Background: an optimization exercise with open tools, aiming at small area, a short achievable clock period and few clock cycles. Do not read the settings as production practice.
Where RTL was checked, it was by simulation tests only, not by an equivalence proof against the original.
For runs 1 and 2, only the layout was checked, not whether the RTL still works.
Power is estimated from default activity; no workload was simulated.

==> flow/design.v, too long to show whole: its modules and the start of the top module <==
// module yrs_ctrl: 144 lines
// module yrs_datapath: 4322 lines
// module yuv_to_rgb32_horizontal_scaler_top: 75 lines
module yuv_to_rgb32_horizontal_scaler_top #(
  parameter int MAX_UPSCALE = yrs_pkg::MAX_UPSCALE_DEF
) (
  input  logic                            clk,
  input  logic                            rst_n,
  input  logic                            cfg_we,
  input  logic [yrs_pkg::CFG_IDX_W-1:0]   cfg_index,
  input  logic [yrs_pkg::CFG_W-1:0]       cfg_data,
  input  logic                            in_valid,
  output logic                            in_ready,
  input  logic [yrs_pkg::LUMA_W-1:0]      in_luma,
  input  logic [yrs_pkg::CHROMA_W-1:0]    in_chroma_u,
  input  logic [yrs_pkg::CHROMA_W-1:0]    in_chroma_v,
  input  logic                            in_row_start,
  output logic                            out_valid,
  input  logic                            out_ready,
  output logic [yrs_pkg::COLOR_W-1:0]     out_red,
  output logic [yrs_pkg::COLOR_W-1:0]     out_green,
  output logic [yrs_pkg::COLOR_W-1:0]     out_blue,
  output logic                            out_last_copy
);
  // ...
==> flow/run.sh <==
#!/bin/bash
# synth_recipe.tcl (not shown) runs the flow's synth.tcl, then flattens the netlist and writes it again
# the make line also repeats each setting of config.mk as NAME=value (left out here)
make -C /OpenROAD-flow-scripts/flow DESIGN_CONFIG=/design/flow/config.mk WORK_HOME=/design/flow/orfs CLKGATE_MAP_FILE= SYNTH_SCRIPT=/design/flow/synth_recipe.tcl finish
==> flow/config.mk <==
export PLATFORM = sky130hd
export DESIGN_NAME = yuv_to_rgb32_horizontal_scaler_top
export DESIGN_NICKNAME = yuv_to_rgb32_horizontal_scaler_top
export VERILOG_FILES = /design/flow/design.v
export SDC_FILE = /design/flow/constraint.sdc
export NUM_CORES = 4
export LEC_CHECK = 0
export ABC_CLOCK_PERIOD_IN_PS = 2400
export CAP_MARGIN = 20
export CORE_MARGIN = 2
export CORE_UTILIZATION = 55
export CTS_CLUSTER_DIAMETER = 100
export CTS_CLUSTER_SIZE = 20
export SETUP_SLACK_MARGIN = 3.4
export SLEW_MARGIN = 20
==> flow/constraint.sdc <==
create_clock -name core_clock -period 6.0 [get_ports {clk}]
set_input_delay 1.2000 -clock core_clock [delete_from_list [all_inputs] [get_ports {clk}]]
set_output_delay 1.2000 -clock core_clock [all_outputs]
set_load 0.01 [all_outputs]
==> key figures, run 1 <==
Run status
  – Status: finished clean

Place
  – Placed cell count: 4161
  – Post-placement cell area: 38600 µm²

STA
  – Final min period: 2680 ps
  – Hold WS: approximately 430 ps
  – Setup_tns: 0 ps
  – Fin worst setup slack: 3320 ps
  – Final hold vios: 0

Pwr
  – Static Leakage: around 17 nW
  – Comb. pwr: approximately 0.007 W
  – Switching share of power: 0.357
  – Sequential share of power: 0.418
  – Peak supply drop: 0.277 mV

Cells and area
  – Signal buf overhead: 0.0400
  – Fin nets: 3842
  – Inverters: ~390
  – Layout clock buffers: approximately 60
  – Post-route design area: ~41000 µm²
  – Non-Filler Instances: 4285
  – Multi-In Gates: 2182
  – Non-CTS buffers: 169
  – ClkCell Share: 0.0321

Logic synthesis
  – Combinational family with the most area after synthesis: adder cells
  – Synth Net Count: 3905
  – Post-Synth Simple-Gate Area: 0.0840
  – Synth Area in Compound Gates: 0.131
  – Count leader, synth: edfxtp_1
  – Post-synth EDFFs: 437
  – Synth Area in Adders: 0.198
  – Post-synth top flop: edfxtp_1
  – Sequential area share after synthesis: 0.435

Worst setup path
  – Setup CP Type: register to register
  – Crit path to: u_datapath.n1443_s4
  – Slowest-stage cell, CP: fa_2
  – CP startpoint kind: register
  – Most used cell, CP: fa_2

Floorplanning
  – Die Area: 70200 µm²

Worst hold path
  – Hold Crit Start: u_datapath.n1381_s3
  – Min-Delay Path Class: register to register

Drt
  – Overall routed net length: about 93000 µm
  – Met1 WL: 40400 µm
  – Vias: 24835
  – Detail Route Antenna Nets: 0

Clocking
  – Total CTS buffers: 40

GRT
  – Busiest layer in global routing: met2
==> inputs of run 2 (changes only) <==
--- a/flow/config.mk
+++ b/flow/config.mk
@@ -6,10 +6,8 @@
 export NUM_CORES = 4
 export LEC_CHECK = 0
-export ABC_CLOCK_PERIOD_IN_PS = 2400
+export ABC_AREA = 1
 export CAP_MARGIN = 20
 export CORE_MARGIN = 2
 export CORE_UTILIZATION = 55
-export CTS_CLUSTER_DIAMETER = 100
-export CTS_CLUSTER_SIZE = 20
 export SETUP_SLACK_MARGIN = 3.4
 export SLEW_MARGIN = 20
==> run 2 against run 1 <==
  * Still clean on timing, DRC and antenna
  * Critical endpoint is now u_datapath.n865_s2
  * Register-to-register slack about the same
  * Sequential power hardly changed
  * Clock power rose by 43%
  * Combinational power increased by 3.1%
==> key figures, run 2 <==
STA
  – Fin worst setup slack: 3300 ps (was 3320 ps)
  – Final min period: 2700 ps (was 2680 ps)
  – Final hold vios: 0 (unchanged)
  – RSZ-0062 raised after global routing: yes (unchanged)
  – Setup_tns: 0 ps (unchanged)
  – Fin. max-slew vios: 0 (unchanged)
  – # setup viols final: 0 (unchanged)
  – Fmax: 371 MHz (was 373 MHz)
  – Worst Skew: 22.7 ps (was 13.6 ps)
  – Slew margin rel.: 0.423 (was 0.372)
  – Fin crit share: 0.449 (was 0.447)
  – Worst slew pin tran: 865 ps (was 942 ps)

Cells and area
  – Fraction of layout cells with a size suffix above 1: 0.157 (was 0.0780)
  – Commonest non-fill, non-tap cells in the layout: inv_1 (539), edfxtp_1 (437), nand2_1 (402) (was edfxtp_1 (437), inv_1 (386), nand2_1 (374))
  – Fin nets: 4174 (was 3842)
  – Commonest non-fill, non-tap cell in the layout: inv_1 (was edfxtp_1)
  – Post-route design area: 43200 µm² (was 40900 µm²)
  – Ant. Diodes: 0 (unchanged)
  – Utilization after layout: 0.656 (was 0.608)
  – Area growth syn-to-layout: 17.7% (was 9.15%)

Pwr
  – Switching share of power: 0.357 (about the same)
  – Clock power share: 0.225 (was 0.171)
  – Internal cell power: 0.0120 W (was 0.0110 W)
  – Static Leakage: 18.6 nW (was 17.0 nW)
  – Peak supply drop: 0.315 mV (was 0.277 mV)
  – Comb power frac: 0.389 (was 0.411)
  – Sequential share of power: 0.386 (was 0.418)
  – Sw Pwr: 0.00664 W (was 0.00611 W)
  – Power per cell area: 431 nW/µm² (was 418 nW/µm²)

Drt
  – Drt via density: 5.68 (was 5.80)
  – Iter 0 DRT Violations: 2754 (was 2217)
  – Overall routed net length: 104000 µm (was 93200 µm)
  – Drt pass-1 iters: 10 (was 6)
  – Detail Route Antenna Nets: 0 (unchanged)
  – WL/cell: 22.5 µm (was 21.8 µm)
  – Vias: 26286 (was 24835)
  – DRC errors left: 0 (unchanged)

Place
  – IO Port Bufs: 80 (unchanged)
  – GP Congestion: 0.925 (was 0.900)
  – Setup slack at placement: 2290 ps (was 2280 ps)
  – Dpl hpwl: 70700 µm (was 66500 µm)
  – Post-placement cell area: 38000 µm² (was 38600 µm²)

Logic synthesis
  – Sequential area share after synthesis: 0.444 (was 0.435)
  – Count leader, synth: inv_1 (was edfxtp_1)
  – Synth cell types: 56 (was 78)
  – Top post-synthesis cells by area: edfxtp_1 (36%), fa_1 (15%), dfxtp_1 (8.7%) (was edfxtp_1 (35%), fa_1 (15%), dfxtp_1 (8.5%))
  – Mapped Cells: 3471 (was 3443)
  – Synthesized area per cell: 10.6 µm² (was 10.9 µm²)
  – Largest area contributor in the netlist: edfxtp_1 (unchanged)
  – Synth top area share: 0.358 (was 0.350)
  – Synth Register Bits: 596 (unchanged)
  – Commonest cells post-synth: inv_1 (568), edfxtp_1 (437), nand2_1 (404) (was edfxtp_1 (437), inv_1 (390), nand2_1 (378))
  – Ys async rst share: 0 (unchanged)
  – Post-Syn Area: 36700 µm² (was 37500 µm²)
  – Post-synth top flop: edfxtp_1 (unchanged)
  – Post-synth EDFFs: 437 (unchanged)
  – Syn. warnings: 3 (unchanged)
  – Synth Net Count: 3933 (was 3905)

Clocking
  – Cts-stage hold buffer count: 0 (unchanged)
  – H-tree depth: 3 (was 2)
  – Total CTS buffers: 70 (was 40)
  – CTS clk-pin slew, worst paths: 60 ps (was 80 ps)
  – CTS Buffer Depth: 3 (unchanged)
  – Clk latency of the worst-skew pair: 620 ps (was 600 ps)
  – # clock sinks: 596 (unchanged)
  – Clk root buf: clkbuf_16 (unchanged)
  – CTS tree: done (unchanged)

GRT
  – First-pass GRT wire length: 157000 µm (was 147000 µm)
  – Grt ovf: 0 (unchanged)
  – GRT Total Usage: 0.298 (was 0.271)
  – Vias in the first global route: 26318 (was 24931)
  – Initial antenna violation count: 0 (unchanged)
  – Largest net degree at the start of global routing: 86 (was 164)

Worst setup path
  – Reg2reg start: u_datapath.n41_s1 (was u_datapath.n1278_s3)
  – Worst-path fanout max: 7 (was 2)
  – Setup CP Type: register to register (unchanged)
  – CP Launch Point: u_datapath.n41_s1 (was u_datapath.n1278_s3)
  – Arr. time, crit path: 3060 ps (was 3030 ps)
  – CP endpoint kind: register (unchanged)
  – Required @ worst endpoint: 6360 ps (was 6350 ps)
  – CP startpoint kind: register (unchanged)

Floorplanning
  – Core area: 65900 µm² (was 67300 µm²)
  – I/O pins: 81 (unchanged)
  – Die W: 262 µm (was 265 µm)
  – Die Area: 68800 µm² (was 70200 µm²)
  – Row cnt: 94 (was 95)
  – Die Y: 262 µm (was 265 µm)
  – Initial Util: 0.557 (about the same)

Worst hold path
  – Hold Crit Start: u_datapath.tag_c[1] (was u_datapath.n1381_s3)
  – Min-Delay Path Class: register to register (unchanged)

Run status
  – Status: finished clean (unchanged)

Job
  – Max cap viols: 0 (unchanged)
==> run 2: cell count changes after synthesis, moves of 49 or more <==
cell / change
nor2b_1: -49
o22ai_1: +271
a22oi_1: -246
o21ai_0: +71
clkbuf_1: -139
xnor2_1: -142
xor2_1: +171
inv_1: +178
==> run 2: cells by family (layout without fill, tap and decap cells) <==
group	Yosys count	in the layout	share of synthesized area
xor+xnor	372	372	0.0888
compound gates	685	685	0.114
buf+inv	768	1063	0.0835
mux	4	4	0.00123
fa+ha+maj	409	409	0.195
simple gates	637	638	0.0722
flops	596	596	0.444
==> run 2: cell type report <==
| class | count | area, µm² |
|---|---|---|
| Fill cell | 5167 | 22700 |
| Inverter | 629 | 2520 |
| Multi-Input combinational cell | 2108 | 18300 |
| Tap cell | 864 | 1080 |
| Clock buffer | 96 | 1920 |
| Clock inverter | 31 | 317 |
| Timing Repair inverter | 18 | 153 |
| Timing Repair Buffer | 289 | 2610 |
| Sequential cell | 596 | 16300 |
==> run 2: worst paths after layout <==
| path | endpoint | slack, ps | cells past startpoint |
|---|---|---|---|
| max reg2reg | u_datapath.n865_s2 | 3300 | 9 |
| min | u_datapath.tag_c[2] | 420 | 0 |
| min reg2reg | u_datapath.tag_c[2] | 420 | 0 |
| max | u_datapath.n865_s2 | 3300 | 9 |
==> run 2: power by group through the flow <==
stage | logic, W | registers (W) | clock network (W)
after global routing | 0.00827 | 0.00732 | 0.00442
after CTS | 0.00719 | 0.00719 | 0.00425
after global placement | 0.00678 | 0.00726 | 0
after floorplan | 0.00461 | 0.00707 | 0
after detailed placement | 0.00698 | 0.00730 | 0
final | 0.00725 | 0.00718 | 0.00418
==> run 2: worst max-delay path: stages (launching register included) <==
cell,delay [ps]
edfxtp_1,430
buf_6,150
clkinvlp_4,220
o22ai_1,300
xor2_1,200
ha_1,160
inv_1,40
fa_1,470
inv_1,40
fa_1,420
==> run 2: layer usage <==
layer | global-route usage | vias up | share of wire | wire, µm
met2 | 0.487 | 1114 | 0.48 | 49600
met3 | 0.0527 | 245 | 0.075 | 7780
met1 | 0.404 | 12942 | 0.41 | 42700
li1 | - | 11985 | - | -
met5 | 0 | - | 0 | 0
met4 | 0.103 | 0 | 0.039 | 4030
==> run 2: repair_timing <==
| action | CTS | global route |
|---|---|---|
| endpoints found under the setup margin | 283 | 142 |
| cloned | 20 | 2 |
| resized for setup | 139 | 179 |
| buffers inserted | 151 | 37 |
| pin swaps | 18 | 69 |
==> run 2: stage by stage <==
stage,total power (W),std cells,hold WS (ps)
floorplan,0.0117,3471,400
global placement,0.0140,4294,407
detailed placement,0.0143,4294,406
CTS,0.0186,4592,420
global route,0.0200,4631,426
finish,0.0186,4631,419
==> module yrs_ctrl, before the edit <==
module yrs_ctrl (
  input  logic        clk,
  input  logic        rst_n,
  input  logic        cfg_we,
  input  logic [2:0]  cfg_index,
  input  logic [20:0] cfg_data,
  input  logic        in_valid,
  output logic        in_ready,
  input  logic        in_row_start,
  output logic        out_valid,
  input  logic        out_ready,
  output logic [7:0]  out_red,
  output logic [7:0]  out_green,
  output logic [7:0]  out_blue,
  output logic        out_last_copy,
  output logic        adv,
  output logic        tag_v,
  output logic        tag_c,    
  output logic [15:0] lg,
  output logic [15:0] ub,
  output logic [15:0] ug,
  output logic [15:0] vg,
  output logic [15:0] vr,
  input  logic [7:0]  red,
  input  logic [7:0]  green,
  input  logic [7:0]  blue,
  input  logic        dp_v,
  input  logic        dp_c
);
  logic [4:0]  step_int, step_int_p1;
  logic        step_int_nz;
  logic [15:0] step_frac;
  logic [15:0] pos;
  logic        o_valid, o_last;
  logic [4:0]  o_cnt;
  logic [7:0]  o_r, o_g, o_b;
  logic        k_full;
  logic        k_inc;
  logic [7:0]  k_r, k_g, k_b;
  logic        accept, o_free;
  logic [16:0] pos_sum;
  logic [4:0]  dp_cnt, k_cnt;
  logic [15:0] pos_nxt;
  assign adv      = !k_full;
  assign in_ready = adv;
  assign accept   = in_valid && adv;
  always_comb begin
    pos_sum = {1'b0, pos} + {1'b0, step_frac};
    pos_nxt = in_row_start ? step_frac : pos_sum[15:0];
  end
  assign tag_v = accept && (step_int_nz || (pos_sum[16] && !in_row_start));
  assign tag_c = pos_sum[16] && !in_row_start;
  always_ff @(posedge clk) begin
    if (!rst_n) begin
      step_int    <= 5'd1;
      step_int_p1 <= 5'd2;
      step_int_nz <= 1'b1;
      step_frac   <= 16'd0;
      lg        <= yrs_pkg::LUMA_GAIN_RST;
      ub        <= yrs_pkg::U_TO_BLUE_RST;
      ug        <= yrs_pkg::U_TO_GREEN_RST;
      vg        <= yrs_pkg::V_TO_GREEN_RST;
      vr        <= yrs_pkg::V_TO_RED_RST;
    end else if (cfg_we) begin
      case (cfg_index)
        yrs_pkg::REG_X_STEP: begin
          if (cfg_data[20]) begin
            step_int    <= 5'd16;
            step_int_p1 <= 5'd17;
            step_int_nz <= 1'b1;
            step_frac   <= 16'd0;
          end else begin
            step_int    <= {1'b0, cfg_data[19:16]};
            step_int_p1 <= {1'b0, cfg_data[19:16]} + 5'd1;
            step_int_nz <= (cfg_data[19:16] != 4'd0);
            step_frac   <= cfg_data[15:0];
          end
        end
        yrs_pkg::REG_LUMA_GAIN:  lg <= cfg_data[15:0];
        yrs_pkg::REG_U_TO_BLUE:  ub <= cfg_data[15:0];
        yrs_pkg::REG_U_TO_GREEN: ug <= cfg_data[15:0];
        yrs_pkg::REG_V_TO_GREEN: vg <= cfg_data[15:0];
        yrs_pkg::REG_V_TO_RED:   vr <= cfg_data[15:0];
        default: ;
      endcase
    end
  end
  always_ff @(posedge clk) begin
    if (!rst_n) pos <= 16'd0;
    else if (accept) pos <= pos_nxt;
  end
  assign dp_cnt = dp_c ? step_int_p1 : step_int;
  assign k_cnt  = k_inc ? step_int_p1 : step_int;
  assign o_free = !o_valid || (o_last && out_ready);
  always_ff @(posedge clk) begin
    if (!rst_n) begin
      o_valid <= 1'b0;
      o_last  <= 1'b0;
      o_cnt   <= 5'd0;
      k_full  <= 1'b0;
    end else begin
      if (o_free) begin
        if (k_full) begin
          o_valid <= 1'b1;
          o_cnt   <= k_cnt;
          o_last  <= (k_cnt == 5'd1);
        end else begin
          o_valid <= dp_v;
          o_cnt   <= dp_cnt;
          o_last  <= (dp_cnt == 5'd1);
        end
      end else if (out_ready) begin
        o_cnt  <= o_cnt - 5'd1;
        o_last <= (o_cnt == 5'd2);
      end
      if (k_full) k_full <= !o_free;
      else        k_full <= dp_v && !o_free;
    end
  end
  always_ff @(posedge clk) begin
    if (o_free) begin
      if (k_full) begin
        o_r <= k_r;
        o_g <= k_g;
        o_b <= k_b;
      end else begin
        o_r <= red;
        o_g <= green;
        o_b <= blue;
      end
    end
    if (adv) begin
      k_inc <= dp_c;
      k_r   <= red;
      k_g   <= green;
      k_b   <= blue;
    end
  end
  assign out_valid     = o_valid;
  assign out_last_copy = o_last;
  assign out_red       = o_r;
  assign out_green     = o_g;
  assign out_blue      = o_b;
endmodule
==> inputs of run 3 (changes only) <==
--- a/flow/design.v
+++ b/flow/design.v
@@ -53,5 +53,5 @@
   input  logic        dp_c
 );
-  logic [4:0]  step_int, step_int_p1;
+  logic [4:0]  step_int;
   logic        step_int_nz;
   logic [15:0] step_frac;
@@ -79,5 +79,4 @@
     if (!rst_n) begin
       step_int    <= 5'd1;
-      step_int_p1 <= 5'd2;
       step_int_nz <= 1'b1;
       step_frac   <= 16'd0;
@@ -92,10 +91,8 @@
           if (cfg_data[20]) begin
             step_int    <= 5'd16;
-            step_int_p1 <= 5'd17;
             step_int_nz <= 1'b1;
             step_frac   <= 16'd0;
           end else begin
             step_int    <= {1'b0, cfg_data[19:16]};
-            step_int_p1 <= {1'b0, cfg_data[19:16]} + 5'd1;
             step_int_nz <= (cfg_data[19:16] != 4'd0);
             step_frac   <= cfg_data[15:0];
@@ -115,6 +112,6 @@
     else if (accept) pos <= pos_nxt;
   end
-  assign dp_cnt = dp_c ? step_int_p1 : step_int;
-  assign k_cnt  = k_inc ? step_int_p1 : step_int;
+  assign dp_cnt = step_int + 5'(dp_c);
+  assign k_cnt  = step_int + 5'(k_inc);
   assign o_free = !o_valid || (o_last && out_ready);
   always_ff @(posedge clk) begin
--- a/flow/config.mk
+++ b/flow/config.mk
@@ -6,8 +6,10 @@
 export NUM_CORES = 4
 export LEC_CHECK = 0
-export ABC_AREA = 1
+export ABC_CLOCK_PERIOD_IN_PS = 2400
 export CAP_MARGIN = 20
 export CORE_MARGIN = 2
 export CORE_UTILIZATION = 55
+export CTS_CLUSTER_DIAMETER = 100
+export CTS_CLUSTER_SIZE = 20
 export SETUP_SLACK_MARGIN = 3.4
 export SLEW_MARGIN = 20
==> run 3 against run 2 <==
  * Still clean
  * Sequential share of layout area rose by 2.4 points
  * Maximum frequency up 4.1%
  * Flip-flop and latch count shrank 5
  * Critical path type unchanged
  * Largest power group is now sequential cells
==> key figures, run 3 <==
Cells and area
  – Ant. Diodes: 0 (unchanged)
  – Fill cells: 5531 (was 5167)
  – Fraction of layout cells with a size suffix above 1: 0.0808 (was 0.157)
  – Register area: 16200 µm² (was 16300 µm²)
  – Commonest non-fill, non-tap cell in the layout: edfxtp_1 (was inv_1)
  – Fin nets: 3823 (was 4174)
  – Area growth syn-to-layout: 9.17% (was 17.7%)
  – Multi-input combinational cell area: 18800 µm² (was 18300 µm²)
  – Commonest non-fill, non-tap cells in the layout: edfxtp_1 (437), inv_1 (379), nand2_1 (374) (was inv_1 (539), edfxtp_1 (437), nand2_1 (402))

Logic synthesis
  – Post-Syn Area: 37000 µm² (was 36700 µm²)
  – Commonest cells post-synth: edfxtp_1 (437), inv_1 (383), nand2_1 (378) (was inv_1 (568), edfxtp_1 (437), nand2_1 (404))
  – Synthesized area per cell: 10.9 µm² (was 10.6 µm²)
  – Synth top area share: 0.355 (was 0.358)
  – Synth Net Count: 3870 (was 3933)
  – Syn. warnings: 3 (unchanged)
  – Post-synth top flop: edfxtp_1 (unchanged)
  – Count leader, synth: edfxtp_1 (was inv_1)
  – Post-synth EDFFs: 437 (unchanged)
  – Mapped Cells: 3408 (was 3471)
  – Top post-synthesis cells by area: edfxtp_1 (35%), fa_1 (15%), dfxtp_1 (8.3%) (was edfxtp_1 (36%), fa_1 (15%), dfxtp_1 (8.7%))
  – Largest area contributor in the netlist: edfxtp_1 (unchanged)
  – Ys async rst share: 0 (unchanged)
  – Synth cell types: 75 (was 56)
  – Sequential area share after synthesis: 0.438 (was 0.444)
  – Synth Register Bits: 591 (was 596)

Floorplanning
  – Core area: 66900 µm² (was 65900 µm²)
  – Die Y: 263 µm (was 262 µm)
  – Die W: 263 µm (was 262 µm)
  – Die Area: 69400 µm² (was 68800 µm²)
  – I/O pins: 81 (unchanged)
  – Initial Util: 0.553 (was 0.557)
  – Row cnt: 95 (was 94)

Drt
  – Drt via density: 5.80 (was 5.68)
  – Drt pass-1 iters: 6 (was 10)
  – DRC errors left: 0 (unchanged)
  – WL/cell: 21.8 µm (was 22.5 µm)
  – Vias: 24713 (was 26286)
  – Overall routed net length: 92800 µm (was 104000 µm)
  – Detail Route Antenna Nets: 0 (unchanged)
  – Iter 0 DRT Violations: 2260 (was 2754)

STA
  – Fmax: 386 MHz (was 371 MHz)
  – Final hold vios: 0 (unchanged)
  – Fin crit share: 0.431 (was 0.449)
  – # setup viols final: 0 (unchanged)
  – Worst Skew: 24.6 ps (was 22.7 ps)
  – Fin worst setup slack: 3410 ps (was 3300 ps)
  – Fin. max-slew vios: 0 (unchanged)
  – RSZ-0062 raised after global routing: yes (unchanged)
  – Final min period: 2590 ps (was 2700 ps)
  – Slew margin rel.: 0.278 (was 0.423)
  – Worst slew pin tran: 1080 ps (was 865 ps)

Place
  – IO Port Bufs: 80 (unchanged)
  – Dpl hpwl: 65900 µm (was 70700 µm)
  – Setup slack at placement: 2450 ps (was 2290 ps)
  – GP Congestion: 0.885 (was 0.925)

Pwr
  – Power per cell area: 416 nW/µm² (was 431 nW/µm²)
  – Peak supply drop: 0.262 mV (was 0.315 mV)
  – Total power: 0.0168 W (was 0.0186 W)
  – Static Leakage: 16.7 nW (was 18.6 nW)

GRT
  – Grt ovf: 0 (unchanged)
  – Largest net degree at the start of global routing: 141 (was 86)
  – First-pass GRT wire length: 146000 µm (was 157000 µm)
  – Initial antenna violation count: 0 (unchanged)
  – Vias in the first global route: 24674 (was 26318)
  – GRT Total Usage: 0.271 (was 0.298)

Clocking
  – Total CTS buffers: 38 (was 70)
  – CTS clk-pin slew, worst paths: 90 ps (was 60 ps)
  – Clk root buf: clkbuf_16 (unchanged)
  – CTS tree: done (unchanged)
  – H-tree depth: 2 (was 3)
  – Clk latency of the worst-skew pair: 600 ps (was 620 ps)
  – CTS Buffer Depth: 3 (unchanged)
  – # clock sinks: 591 (was 596)

Worst setup path
  – Setup CP Type: register to register (unchanged)
  – Worst-path fanout max: 2 (was 7)
  – CP endpoint kind: register (unchanged)
  – CP startpoint kind: register (unchanged)
  – Arr. time, crit path: 2930 ps (was 3060 ps)
  – Required @ worst endpoint: 6340 ps (was 6360 ps)

Job
  – Max cap viols: 0 (unchanged)

Run status
  – Status: finished clean (unchanged)

Worst hold path
  – Min-Delay Path Class: register to register (unchanged)
==> run 3: stage by stage <==
| step | cell area [µm²] | TNS [ps] | util | instances | hold slack (ps) |
|---|---|---|---|---|---|
| after floorplan | 37000 | -485590 | - | 3408 | 400 |
| after global placement | 38100 | 0 | 0.570 | 4132 | 403 |
| after detailed placement | 38200 | 0 | 0.570 | 4133 | 405 |
| after CTS | 39800 | 0 | 0.594 | 4226 | 421 |
| after global routing | 40400 | 0 | 0.604 | 4263 | 435 |
| final | 40400 | 0 | 0.604 | 4263 | 424 |
==> run 3: kinds of logic after synthesis <==
logic type / after synthesis / synth area share
compound gates: 669 / 0.125
xor+xnor: 331 / 0.0783
fa+ha+maj: 433 / 0.201
buf+inv: 653 / 0.0684
flops: 591 / 0.438
mux: 25 / 0.00683
simple gates: 706 / 0.0828
==> run 3: path summary, 6_finish.rpt <==
kind	start	end	slack, ps	cells after the start
worst max-delay path	u_datapath.n150_s2	u_datapath.n1581_s3	3410	6
worst min-delay path	u_datapath.tag_c[2]	u_datapath.tag_c[3]	420	0
worst max register to register	u_datapath.n150_s2	u_datapath.n1581_s3	3410	6
worst min register to register	u_datapath.tag_c[2]	u_datapath.tag_c[3]	420	0
==> run 3: cell type report <==
| class | count | share of cell area |
|---|---|---|
| repair buffers | 177 | 0.0408 |
| repair inverters | 1 | 0.000124 |
| clock inverters | 11 | 0.00266 |
| inverters | 385 | 0.0359 |
| clock buffers | 58 | 0.0267 |
| well taps | 873 | 0.0270 |
| flip-flops and latches | 591 | 0.402 |
| multi-input cells | 2167 | 0.465 |
==> run 3: what timing repair did <==
action                                  in CTS  in global routing
endpoints found under the setup margin     259                175
hold buffers                                 0                  0
pin swaps                                   14                 22
buffers inserted                            22                 35
resized for setup                           94                 81
gates cloned                                 2                  2
==> run 3: critical path, stage by stage, from the launching register on <==
cell,delay (ps)
edfxtp_1,540
fa_1,580
inv_2,50
fa_1,530
inv_1,40
ha_1,180
fa_1,430
==> run 3: metal layers <==
metal	track usage	routed length (µm)
met1	0.380	40100
met2	0.452	45100
met3	0.0303	5290
met4	0.0678	2360
met5	0	0
==> run 3: power by group <==
group / internal [W] / switching [W]
sequential: 0.00641 / 0.000679
clock: 0.00128 / 0.00146
combinational: 0.00303 / 0.00394
Testbench counts of run 3, summed over its fixed seeds: cycles 6,115.
==> inputs of run 4 (changes only) <==
--- a/flow/config.mk
+++ b/flow/config.mk
@@ -9,7 +9,7 @@
 export CAP_MARGIN = 20
 export CORE_MARGIN = 2
-export CORE_UTILIZATION = 55
+export CORE_UTILIZATION = 50
 export CTS_CLUSTER_DIAMETER = 100
 export CTS_CLUSTER_SIZE = 20
-export SETUP_SLACK_MARGIN = 3.4
+export SETUP_SLACK_MARGIN = 3.5
 export SLEW_MARGIN = 20
==> run 4 against run 3 <==
  * Register-to-register slack worse by 40 ps
  * Worst setup slack got worse by 39 ps
  * Still clean on timing, DRC and antenna
  * Routed wire length up 5.5%
  * Largest power group is now combinational cells
  * Hold slack improved by 16 ps
  * Total power grew 3.3%
  * Sequential power is essentially flat
  * Critical path depth grew 3
  * Area after synthesis did not move
==> key figures, run 4 <==
Run status
  – Status: finished clean (unchanged)

Drt
  – Met3 wire length: 5950 µm (was 5290 µm)
  – DRC errors left: 0 (unchanged)
  – Vias: 25389 (was 24713)
  – Drt pass-1 iters: 17 (was 6)
  – Met2 WL post-DR: 46400 µm (was 45100 µm)
  – Detail Route Antenna Nets: 0 (unchanged)
  – Max layer used: met4 (unchanged)
  – Overall routed net length: 97900 µm (was 92800 µm)
  – WL/cell: 22.1 µm (was 21.8 µm)
  – Met1 WL: 42800 µm (was 40100 µm)
  – Drt via density: 5.74 (was 5.80)
  – Iter 0 DRT Violations: 2424 (was 2260)

Logic synthesis
  – Largest area contributor in the netlist: edfxtp_1 (unchanged)
  – Sequential area share after synthesis: 0.438 (unchanged)
  – Synthesized area per cell: 10.9 µm² (unchanged)
  – Count leader, synth: edfxtp_1 (unchanged)
  – Post-synth EDFFs: 437 (unchanged)
  – Synth cell types: 75 (unchanged)
  – Ys async rst share: 0 (unchanged)
  – Synth Register Bits: 591 (unchanged)
  – Post-synth top flop: edfxtp_1 (unchanged)
  – Commonest cells post-synth: edfxtp_1 (437), inv_1 (383), nand2_1 (378) (unchanged)
  – Synth top area share: 0.355 (unchanged)
  – Top post-synthesis cells by area: edfxtp_1 (35%), fa_1 (15%), dfxtp_1 (8.3%) (unchanged)
  – Mapped Cells: 3408 (unchanged)
  – Syn. warnings: 3 (unchanged)
  – Synth Net Count: 3870 (unchanged)
  – Post-Syn Area: 37000 µm² (unchanged)

GRT
  – Grt ovf: 0 (unchanged)
  – Vias in the first global route: 24763 (was 24674)
  – GRT Total Usage: 0.247 (was 0.271)
  – First-pass GRT wire length: 148000 µm (was 146000 µm)
  – Initial antenna violation count: 1 (was 0)
  – Largest net degree at the start of global routing: 83 (was 141)

Pwr
  – Internal cell power: 0.0111 W (was 0.0107 W)
  – Sw Pwr: 0.00629 W (was 0.00607 W)
  – Switching share of power: 0.362 (was 0.361)
  – Static Leakage: 17.2 nW (was 16.7 nW)
  – Clock power share: 0.159 (was 0.163)
  – Sequential share of power: 0.410 (was 0.422)
  – Power per cell area: 411 nW/µm² (was 416 nW/µm²)
  – Comb power frac: 0.430 (was 0.415)
  – Total power: 0.0174 W (was 0.0168 W)
  – Peak supply drop: 0.219 mV (was 0.262 mV)

Worst setup path
  – CP endpoint kind: register (unchanged)
  – Slowest-stage cell, CP: edfxtp_1 (was fa_1)
  – Required @ worst endpoint: 6320 ps (was 6340 ps)
  – Arr. time, crit path: 2940 ps (was 2930 ps)
  – Setup CP Type: register to register (unchanged)
  – CP startpoint kind: register (unchanged)
  – Worst-path cell chain: buf_6 > clkbuf_16 > a22oi_2 > xnor2_1 > ha_1 > inv_1 > fa_1 > inv_1 > fa_1 (was fa_1 > inv_2 > fa_1 > inv_1 > ha_1 > fa_1)
  – CP peak stage delay: 490 ps (was 580 ps)
  – Worst-path fanout max: 8 (was 2)
  – CP delay by family, top: adder cells (unchanged)
  – Buf/Inv on CP: 4 (was 2)

STA
  – Worst slew pin tran: 1030 ps (was 1080 ps)
  – Final min period: 2630 ps (was 2590 ps)
  – RSZ-0062 raised after global routing: yes (unchanged)
  – Slew margin rel.: 0.313 (was 0.278)
  – Fin crit share: 0.438 (was 0.431)
  – Hold WS: 439 ps (was 424 ps)
  – Worst Skew: 26.5 ps (was 24.6 ps)
  – Fin. max-slew vios: 0 (unchanged)
  – Fmax: 381 MHz (was 386 MHz)
  – # setup viols final: 0 (unchanged)
  – Final hold vios: 0 (unchanged)

Place
  – Placed cell count: 4221 (was 4133)
  – Post-placement cell area: 38300 µm² (was 38200 µm²)
  – IO Port Bufs: 80 (unchanged)
  – Dpl hpwl: 66900 µm (was 65900 µm)
  – GP Congestion: 0.908 (was 0.885)

Cells and area
  – Commonest non-fill, non-tap cell in the layout: edfxtp_1 (unchanged)
  – Area growth syn-to-layout: 14.0% (was 9.17%)
  – Post-route design area: 42200 µm² (was 40400 µm²)
  – Utilization after layout: 0.577 (was 0.604)
  – Commonest non-fill, non-tap cells in the layout: edfxtp_1 (437), nand2_1 (374), inv_1 (363) (was edfxtp_1 (437), inv_1 (379), nand2_1 (374))
  – Fraction of layout cells with a size suffix above 1: 0.146 (was 0.0808)
  – Fin nets: 3895 (was 3823)
  – Non-Filler Instances: 4423 (was 4263)
  – Fill cells: 6157 (was 5531)

Clocking
  – CTS Buffer Depth: 3 (unchanged)
  – Total CTS buffers: 38 (unchanged)
  – Clk root buf: clkbuf_16 (unchanged)
  – CTS clk-pin slew, worst paths: 90 ps (about the same)
  – H-tree depth: 2 (unchanged)
  – # clock sinks: 591 (unchanged)
  – Clk latency of the worst-skew pair: 590 ps (was 600 ps)
  – CTS tree: done (unchanged)
  – Cts-stage hold buffer count: 0 (unchanged)

Floorplanning
  – I/O pins: 81 (unchanged)
  – Die Y: 276 µm (was 263 µm)
  – Row cnt: 99 (was 95)
  – Initial Util: 0.506 (was 0.553)
  – Die W: 276 µm (was 263 µm)
  – Core area: 73100 µm² (was 66900 µm²)
  – Die Area: 76200 µm² (was 69400 µm²)

Job
  – Max cap viols: 0 (unchanged)

Worst hold path
  – Min-Delay Path Class: register to register (unchanged)
run 4: cell counts after synthesis:
No cell type changed its count.
run 4: path summary, 6_finish.rpt:
path,from,end,slack (ps),cells after the start
max,u_datapath.n44_s1,u_datapath.n987_s2,3370,9
min,u_datapath.tag_c[1],u_datapath.tag_c[2],440,0
max reg2reg,u_datapath.n44_s1,u_datapath.n987_s2,3370,9
min reg2reg,u_datapath.tag_c[1],u_datapath.tag_c[2],440,0
run 4: final cells by class:
cell class | count | area [µm²] | share of cell area
sequential | 591 | 16200 | 0.385
inverter | 385 | 1460 | 0.0346
timing repair buffer | 253 | 2660 | 0.0630
clock buffer | 60 | 1110 | 0.0262
antenna | 1 | 2.50 | 0.0000593
clock inverter | 10 | 82.6 | 0.00196
multi-input combinational | 2164 | 19500 | 0.461
tap | 959 | 1200 | 0.0284
run 4: power groups by stage:
stage / Combinational [W] / Clock [W] / Sequential, W
final: 0.00747 / 0.00277 / 0.00712
after global routing: 0.00842 / 0.00297 / 0.00726
after CTS: 0.00705 / 0.00283 / 0.00711
after detailed placement: 0.00674 / 0 / 0.00722
after global placement: 0.00651 / 0 / 0.00717
after floorplan: 0.00450 / 0 / 0.00694
run 4: worst register-to-register path, stage by stage (launching register included):
cell and delay, ps:
edfxtp_1 490, buf_6 170, clkbuf_16 170, a22oi_2 170, xnor2_1 150, ha_1 160, inv_1 50, fa_1 480
inv_1 50, fa_1 470
run 4: logic make-up after synthesis:
group | count (synthesis) | synth area share
mux | 25 | 0.00683
simple gates | 706 | 0.0828
buf+inv | 653 | 0.0684
compound gates | 669 | 0.125
flops | 591 | 0.438
xor+xnor | 331 | 0.0783
fa+ha+maj | 433 | 0.201
run 4: metrics by stage:
step	worst slack, ps	setup TNS [ps]
after floorplan	-1310	-485590
after global placement	2610	0
after detailed placement	2530	0
after CTS	3390	0
after global routing	3310	0
final	3370	0
run 4: per-layer routing:
layer,global-route usage,vias to the layer above
li1,-,11610
met1,0.349,12732
met2,0.409,892
met3,0.0300,155
met4,0.0619,0
met5,0,-
run 4: timing repair:
| item | 4_1_cts | 5_1_grt |
|---|---|---|
| buffers inserted | 47 | 68 |
| gates cloned | 1 | 15 |
| pin swaps | 26 | 80 |
| setup endpoints to repair | 503 | 209 |
| resized for setup | 157 | 248 |

port drivers added, routing unchanged:
In the flow no input, the clock included, has a driving cell. The finished layouts below were timed again as built, in two steps. Step 1 assumes that a clkbuf_16 drives the clock port and a buf_2 every other input. Step 2 adds t to the input delays and takes it off the output delays; t is the mean of the earliest and latest rising clock arrival at the registers after step 1. Input paths then give back, and output paths get back, about the clock's delay inside the block. a / b / c = ideal ports / drivers / drivers and shift; a / b = the first two.
run	shift t [ns]	setup slack, ns	hold slack, ns	slew at the worst register clock pin (ns)	pins driven straight from the clock port
run 1	0.656	3.318 / 3.318 / 2.850	0.426 / 0.426 / 0.426	0.09 / 0.09	1
run 2	0.681	3.305 / 3.305 / 2.812	0.419 / 0.419 / 0.419	0.06 / 0.06	1
run 3	0.648	3.412 / 3.407 / 2.788	0.424 / 0.424 / 0.424	0.09 / 0.09	1
run 4	0.649	3.373 / 3.373 / 2.828	0.439 / 0.439 / 0.439	0.09 / 0.09	1
After both steps setup and hold are still met in every run listed. The setup slack of run 3, which loses most, moves by -0.005 ns with the drivers and by -0.624 ns with both steps.
